This is an optimization exercise on Yosys and OpenROAD, whose aim is a short achievable clock period and few clock cycles, not a production implementation.
At most, simulation tests tie the RTL to the original design; equivalence was not proved.
The clock port is modelled as an ideal driver; clocking choices that lean on that would not hold on a real chip.
Power figures rest on the tool's default switching activity, not on a simulated workload.

## main
// cpu
module cpu (
	input  logic                       APB_PCLK,
	input  logic                       APB_PRESETn,
	output logic [32-1:0] paddr,
	output logic [32-1:0] pwdata,
	input  logic [32-1:0] prdata,
	output logic                       psel,
	output logic                       penable,
	output logic                       pwrite,
	output logic [3:0]                 pstrb,
	input  logic                       pready,
	output logic                       halted,
	output logic [32-1:0] pc
);
Size: about 5700 cells after synthesis, about 140 I/O pins.
clock: 7.0 ns
lec_check: 0
cap_margin: 30
core_margin: 2
core_utilization: 55
setup_slack_margin: 4.3
slew_margin: 30
synth_hierarchical: 1
synth_minimum_keep_size: 0
standard.sh (not shown) runs the stock make flow with config.mk's settings and CLKGATE_MAP_FILE= SYNTH_SCRIPT=/design/flow/synth_recipe.tcl, a recipe that flattens the netlist after the stock synthesis.
==> flow/flow/run.sh <==
#!/bin/bash
# The standard ORFS layout, except that from clock tree synthesis on, the timing repair may
# resize a cell to one of another footprint (the sky130hd platform otherwise limits it to
# same-footprint swaps). Synthesis, floorplan and placement are the standard ones.
set -euo pipefail
bash standard.sh synth > synth.log 2>&1
bash standard.sh place > place.log 2>&1
bash standard.sh MATCH_CELL_FOOTPRINT=0 finish > layout.log 2>&1
Testbench counts of main, summed over its fixed seeds: cycles 54,967.
What the feature branch does differently from main at the input level:
==> flow/flow/run.sh <==
#!/bin/bash
# The standard ORFS layout, with gate resizing allowed to change a cell's footprint
# (the sky130hd platform otherwise limits the timing repair to same-footprint swaps).
# The synthesis step is the standard one, unchanged.
set -euo pipefail
bash standard.sh synth > synth.log 2>&1
bash standard.sh MATCH_CELL_FOOTPRINT=0 finish > layout.log 2>&1
Findings:
The feature branch ran to completion and came out clean on the timing, design-rule and antenna checks. From main to the feature branch the numbers moved as follows: met3 usage in global routing saw a decrease, total power saw an increase, fmax saw a decrease. Worst setup path startpoint = prdata[4]: the feature branch; worst setup path startpoint = prdata[22]: main. Summary: with main as the reference, met2 wirelength from detailed routing in the feature branch moved down slightly. Final hold slack delta for the feature branch relative to main: 0.0097 ns higher.

Another version of the RTL of cpu (not shown whole).
Size in the first run: about 5500 cells after synthesis, about 140 I/O pins, about 0.071 mm2 of cells after synthesis.
Design cpu, start of the top module:
module cpu (
	input  logic                       APB_PCLK,
	input  logic                       APB_PRESETn,
	output logic [32-1:0] paddr,
	output logic [32-1:0] pwdata,
	input  logic [32-1:0] prdata,
	output logic                       psel,
	output logic                       penable,
	output logic                       pwrite,
	output logic [3:0]                 pstrb,
	input  logic                       pready,
	output logic                       halted,
	output logic [32-1:0] pc
);
==> flow/config.mk <==
export PLATFORM = sky130hd
export DESIGN_NAME = cpu
export DESIGN_NICKNAME = cpu
export VERILOG_FILES = /design/flow/design.v
export SDC_FILE = /design/flow/constraint.sdc
export NUM_CORES = 4
export LEC_CHECK = 0
export CAP_MARGIN = 30
export CORE_MARGIN = 2
export CORE_UTILIZATION = 55
export SETUP_SLACK_MARGIN = 4.3
export SLEW_MARGIN = 30
export SYNTH_HIERARCHICAL = 1
export SYNTH_MINIMUM_KEEP_SIZE = 0
==> flow/constraint.sdc <==
create_clock -name core_clock -period 7.0 [get_ports {APB_PCLK}]
set_input_delay 1.4000 -clock core_clock [delete_from_list [all_inputs] [get_ports {APB_PCLK}]]
set_output_delay 1.4000 -clock core_clock [all_outputs]
set_load 0.01 [all_outputs]
==> flow/flow/run.sh <==
#!/bin/bash
# The standard ORFS layout, with one addition before pin placement (flow/pre_io.tcl): the
# pins of prdata's register-index fields are constrained to the die edge nearest the cells
# they drive. The synthesis step is the standard one, unchanged.
set -euo pipefail
bash standard.sh synth > synth.log 2>&1
bash standard.sh PRE_IO_PLACEMENT_TCL="$PWD/flow/pre_io.tcl" finish > layout.log 2>&1
==> flow/flow/pre_io.tcl <==
# Put each pin of prdata's register-index fields (bits 15..24) in a 30 um window of the die
# edge nearest to the centroid of the cells that its input buffer drives
set block [ord::get_db_block]
set die [$block getDieArea]
set W [expr {[$die xMax] / 1000.0}]
set H [expr {[$die yMax] / 1000.0}]
foreach i {15 16 17 18 19 20 21 22 23 24} {
  set bt [$block findBTerm "prdata\[$i\]"]
  if {$bt eq "NULL"} { continue }
  set sx 0.0
  set sy 0.0
  set n 0
  foreach it [[$bt getNet] getITerms] {
    foreach oit [[$it getInst] getITerms] {
      if {![$oit isOutputSignal] || [$oit getNet] eq "NULL"} { continue }
      foreach s [[$oit getNet] getITerms] {
        if {![$s isInputSignal]} { continue }
        set l [[$s getInst] getLocation]
        set sx [expr {$sx + [lindex $l 0] / 1000.0}]
        set sy [expr {$sy + [lindex $l 1] / 1000.0}]
        incr n
      }
    }
  }
  if {$n == 0} { continue }
  set cx [expr {$sx / $n}]
  set cy [expr {$sy / $n}]
  set d [list [list left $cx] [list right [expr {$W - $cx}]] [list bottom $cy] [list top [expr {$H - $cy}]]]
  set edge [lindex [lindex [lsort -real -index 1 $d] 0] 0]
  if {$edge eq "left" || $edge eq "right"} {
    set c $cy
    set len $H
  } else {
    set c $cx
    set len $W
  }
  set a [expr {max(10.0, $c - 15.0)}]
  set b [expr {min($len - 10.0, $c + 15.0)}]
  puts [format "prdata\[%d\]: %d sinks, centroid (%.1f, %.1f) -> %s:%.1f-%.1f" $i $n $cx $cy $edge $a $b]
  set_io_pin_constraint -pin_names "prdata\[$i\]" -region $edge:[format %.1f $a]-[format %.1f $b]
}
Edit:
==> flow/run.sh (new file) <==
#!/bin/bash
# synth_recipe.tcl (not shown) runs the flow's synth.tcl, then flattens the netlist and writes it again
# the make line also repeats each setting of config.mk as NAME=value (left out here)
make -C /OpenROAD-flow-scripts/flow DESIGN_CONFIG=/design/flow/config.mk WORK_HOME=/design/flow/orfs CLKGATE_MAP_FILE= SYNTH_SCRIPT=/design/flow/synth_recipe.tcl finish
- CORE_UTILIZATION: 55 -> 60
removed: flow/flow/run.sh
removed: flow/flow/pre_io.tcl
removed: flow/standard.sh
Effect:
- synthesized area does not change
- wire length fell by a few percent
- clock skew fell by 0.0086 ns
- synthesized cell count is unchanged
- clock-buffer cell count rose by 8
- via count is about the same
- die area fell by a little under a tenth
- total power fell slightly
- final cell count fell by a few percent
Edit:
- CORE_UTILIZATION: 60 -> 55
Result:
- The changed run went through all stages and came out clean
- synthesized cell count stays the same
- power is higher slightly
- core utilization is lower by 6.1 points
- area after synthesis stays the same
- setup slack gets better by 0.018 ns
- non-clock buffer count is higher by 9
- first-iteration DRC count is lower by a few percent
- global-route usage is lower by 2.3 points
- routed wire length is higher by a few percent
- critical path depth is higher by 1
No run of this note included a check of the RTL's function; only the layout flow was run.

cpu with an RTL version that a note above also has.
For scale: ~5700 cells after synthesis, roughly 140 I/O pins.
// cpu
module cpu (
	input  logic                       APB_PCLK,
	input  logic                       APB_PRESETn,
	output logic [32-1:0] paddr,
	output logic [32-1:0] pwdata,
	input  logic [32-1:0] prdata,
	output logic                       psel,
	output logic                       penable,
	output logic                       pwrite,
	output logic [3:0]                 pstrb,
	input  logic                       pready,
	output logic                       halted,
	output logic [32-1:0] pc
);
	logic s_idle, s_fs, s_fa, s_bb, s_bm, s_ms, s_ma, s_halt;
	logic psel_q, penable_q, pwrite_q;
	logic [31:0] iw;
	logic [6:0]  opc;
	logic [2:0]  f3;
	logic        d_op, d_opi, d_lui, d_ld, d_st, d_br, d_jal, d_mem, d_halt;
	assign iw   = prdata;
	assign opc  = iw[6:0];
	assign f3   = iw[14:12];
	assign d_op   = opc[4] & ~opc[2] & opc[5];
	assign d_opi  = opc[4] & ~opc[2] & ~opc[5];
	assign d_lui  = opc[4] & opc[2];
	assign d_ld   = ~opc[4] & ~opc[6] & ~opc[5];
	assign d_st   = ~opc[4] & ~opc[6] & opc[5];
	assign d_br   = ~opc[4] & opc[6] & ~opc[2];
	assign d_jal  = ~opc[4] & opc[6] & opc[2];
	assign d_mem  = ~opc[4] & ~opc[6];
	assign d_halt = (iw == 32'h0000_0000);
	logic fa_done, ma_done;
	assign fa_done = s_fa & pready;
	assign ma_done = s_ma & pready;
	logic [31:1][31:0] rf;
	logic [31:1]       rd1h_q;
	logic [31:0]       res_q;
	logic              pend_q;
	logic [4:0]        rdb_q;
	logic [31:1]       fwd_m;
	logic              fwd_en;
	assign fwd_m  = rd1h_q & {31{pend_q}};
	assign fwd_en = pend_q & (rdb_q != 5'd0);
	always_ff @(posedge APB_PCLK) begin
		for (int r = 1; r < 32; r++) begin
			if (pend_q & rd1h_q[r]) rf[r] <= res_q;
		end
	end
	logic [31:0] rs1_val, rs2_val;
	logic [31:0] bb;
	logic        s_a, s_b, s_c;
	logic [31:0] bimm_x;
  ...
clock: 7.0 ns
lec_check: 0
cap_margin: 30
core_margin: 2
core_utilization: 55
setup_slack_margin: 4.6
slew_margin: 30
synth_hierarchical: 1
synth_minimum_keep_size: 0
run.sh (not shown) runs the stock make flow with config.mk's settings and CLKGATE_MAP_FILE= SYNTH_SCRIPT=/design/flow/synth_recipe.tcl, a recipe that flattens the netlist after the stock synthesis.
Stock flow here: none of the scripts above is used.
The starting point produced a clean layout.
Testbench counts at the start, summed over its fixed seeds: cycles 54,967.
==> next run, changes <==
- GPL_ROUTABILITY_DRIVEN: not set -> 0
- SETUP_SLACK_MARGIN: 4.6 -> 4.3
Worst setup slack is worse by 0.020 ns.
Cell count went down by about 1.8%.
Hold slack is better by 0.0069 ns.
Total power went down by about 0.7%.
Sequential share of layout area went up by 1.6 points.
Core utilization went down by 2.9 points.
Wire length went down by 7.2%.
Fmax went down by 0.69%.
Final area went down by 4.0%.
Synthesized cell count does not change.
==> next run, changes <==
- GPL_ROUTABILITY_DRIVEN: 0 -> not set
Power fell by 1.1%.
Design area fell by 0.92%.
Sequential power fell by about 0.4%.
Sequential share of layout area rose by 0.40 points.
Via count hardly moves.
Register-to-register slack is about the same.
Final cell count fell by 0.75%.
Core utilization fell by 0.65 points.

cpu, a different RTL version from the one above (not shown whole).
==> flow/design.v (excerpt) <==
module cpu (
	input  logic                       APB_PCLK,
	input  logic                       APB_PRESETn,
	output logic [32-1:0] paddr,
	output logic [32-1:0] pwdata,
	input  logic [32-1:0] prdata,
	output logic                       psel,
	output logic                       penable,
	output logic                       pwrite,
	output logic [3:0]                 pstrb,
	input  logic                       pready,
	output logic                       halted,
	output logic [32-1:0] pc
);
export LEC_CHECK = 0
export CAP_MARGIN = 30
export CORE_MARGIN = 2
export CORE_UTILIZATION = 55
export SETUP_SLACK_MARGIN = 4.3
export SLEW_MARGIN = 30
export SYNTH_HIERARCHICAL = 1
export SYNTH_MINIMUM_KEEP_SIZE = 0
create_clock -name core_clock -period 7.0 [get_ports {APB_PCLK}]
standard.sh (not shown) runs the stock make flow with config.mk's settings and CLKGATE_MAP_FILE= SYNTH_SCRIPT=/design/flow/synth_recipe.tcl, a recipe that flattens the netlist after the stock synthesis.
==> flow/flow/run.sh <==
#!/bin/bash
# The standard ORFS layout with two changes to the timing repair: gate resizing may change
# a cell's footprint (the sky130hd platform otherwise limits it to same-footprint swaps),
# and after clock tree synthesis extra repair passes run (flow/post_cts.tcl). The
# synthesis step is the standard one, unchanged.
set -euo pipefail
bash standard.sh synth > synth.log 2>&1
bash standard.sh MATCH_CELL_FOOTPRINT=0 POST_CTS_TCL="$PWD/flow/post_cts.tcl" finish > layout.log 2>&1
==> flow/flow/post_cts.tcl <==
# Extra setup repair after the standard post-CTS repair, then legalize again
estimate_parasitics -placement
repair_timing -setup -setup_margin $::env(SETUP_SLACK_MARGIN) -repair_tns 100 \
  -max_passes 1000 -verbose
estimate_parasitics -placement
repair_timing -setup -setup_margin $::env(SETUP_SLACK_MARGIN) -repair_tns 100 \
  -sequence "sizeup,swap,buffer" -max_passes 1000 -verbose
detailed_placement
check_placement -verbose
estimate_parasitics -placement
report_worst_slack -max
Testbench counts at the start, summed over its fixed seeds: cycles 54,967.
Edit:
==> flow/flow/run.sh (replaced) <==
#!/bin/bash
# The standard ORFS layout, with gate resizing allowed to change a cell's footprint
# (the sky130hd platform otherwise limits the timing repair to same-footprint swaps).
# The synthesis step is the standard one, unchanged.
set -euo pipefail
bash standard.sh synth > synth.log 2>&1
bash standard.sh MATCH_CELL_FOOTPRINT=0 finish > layout.log 2>&1
removed: flow/flow/post_cts.tcl
The new run completed with no timing, DRC or antenna violations. Global-route usage drops by 0.39 points. Sequential power hardly moves. Fmax drops by 4.1%. Critical path depth stays the same. Final cell count drops by 0.44%. Utilization drops by 0.57 points. Wire length drops by 0.94%. Setup slack degrades by 0.13 ns. Synthesized area is unchanged. Total power stays flat.

==> separate check: timing with driven ports <==
Ports are ideal in the flow. The routed layouts listed here were re-timed in OpenROAD. Step 1 (the two cells are an assumption about what drives the block):
set clk [get_ports {APB_PCLK}]
set_driving_cell -lib_cell sky130_fd_sc_hd__clkbuf_16 $clk
set_driving_cell -lib_cell sky130_fd_sc_hd__buf_2 [delete_from_list [all_inputs] $clk]
Step 2, shift: input delay + t, output delay - t, t = (earliest + latest rising clock arrival at the registers) / 2. This alone moves slack from input paths to output paths. Three values: ideal, step 1, step 2; two values: the first two.
| run | shift t [ns] | setup WS [ns] | worst register clock-pin slew, ns |
|---|---|---|---|
| main | 0.879 | 4.115 / 4.112 / 3.233 | 0.08 / 0.08 |
| the feature branch | 0.857 | 3.957 / 4.011 / 3.154 | 0.07 / 0.07 |
| the first run of note 2 | 0.872 | 4.147 / 4.096 / 3.224 | 0.07 / 0.07 |
| the second run of note 2 | 0.867 | 4.129 / 4.113 / 3.246 | 0.07 / 0.07 |
| the third run of note 2 | 0.900 | 4.147 / 4.126 / 3.226 | 0.08 / 0.08 |
| the first run of note 3 | 0.874 | 4.148 / 4.154 / 3.311 | 0.07 / 0.07 |
| the second run of note 3 | 0.863 | 4.128 / 4.003 / 3.139 | 0.07 / 0.07 |
| the third run of note 3 | 0.871 | 4.176 / 4.147 / 3.327 | 0.07 / 0.07 |
| the first run of note 4 | 0.871 | 3.927 / 3.791 / 2.920 | 0.07 / 0.07 |
| the second run of note 4 | 0.873 | 3.795 / 3.789 / 2.916 | 0.07 / 0.07 |
After both steps setup and hold are still met in every run listed. For the first run of note 4, which loses most, drivers alone change the setup slack by -0.136 ns; drivers and shift together by -1.007 ns.
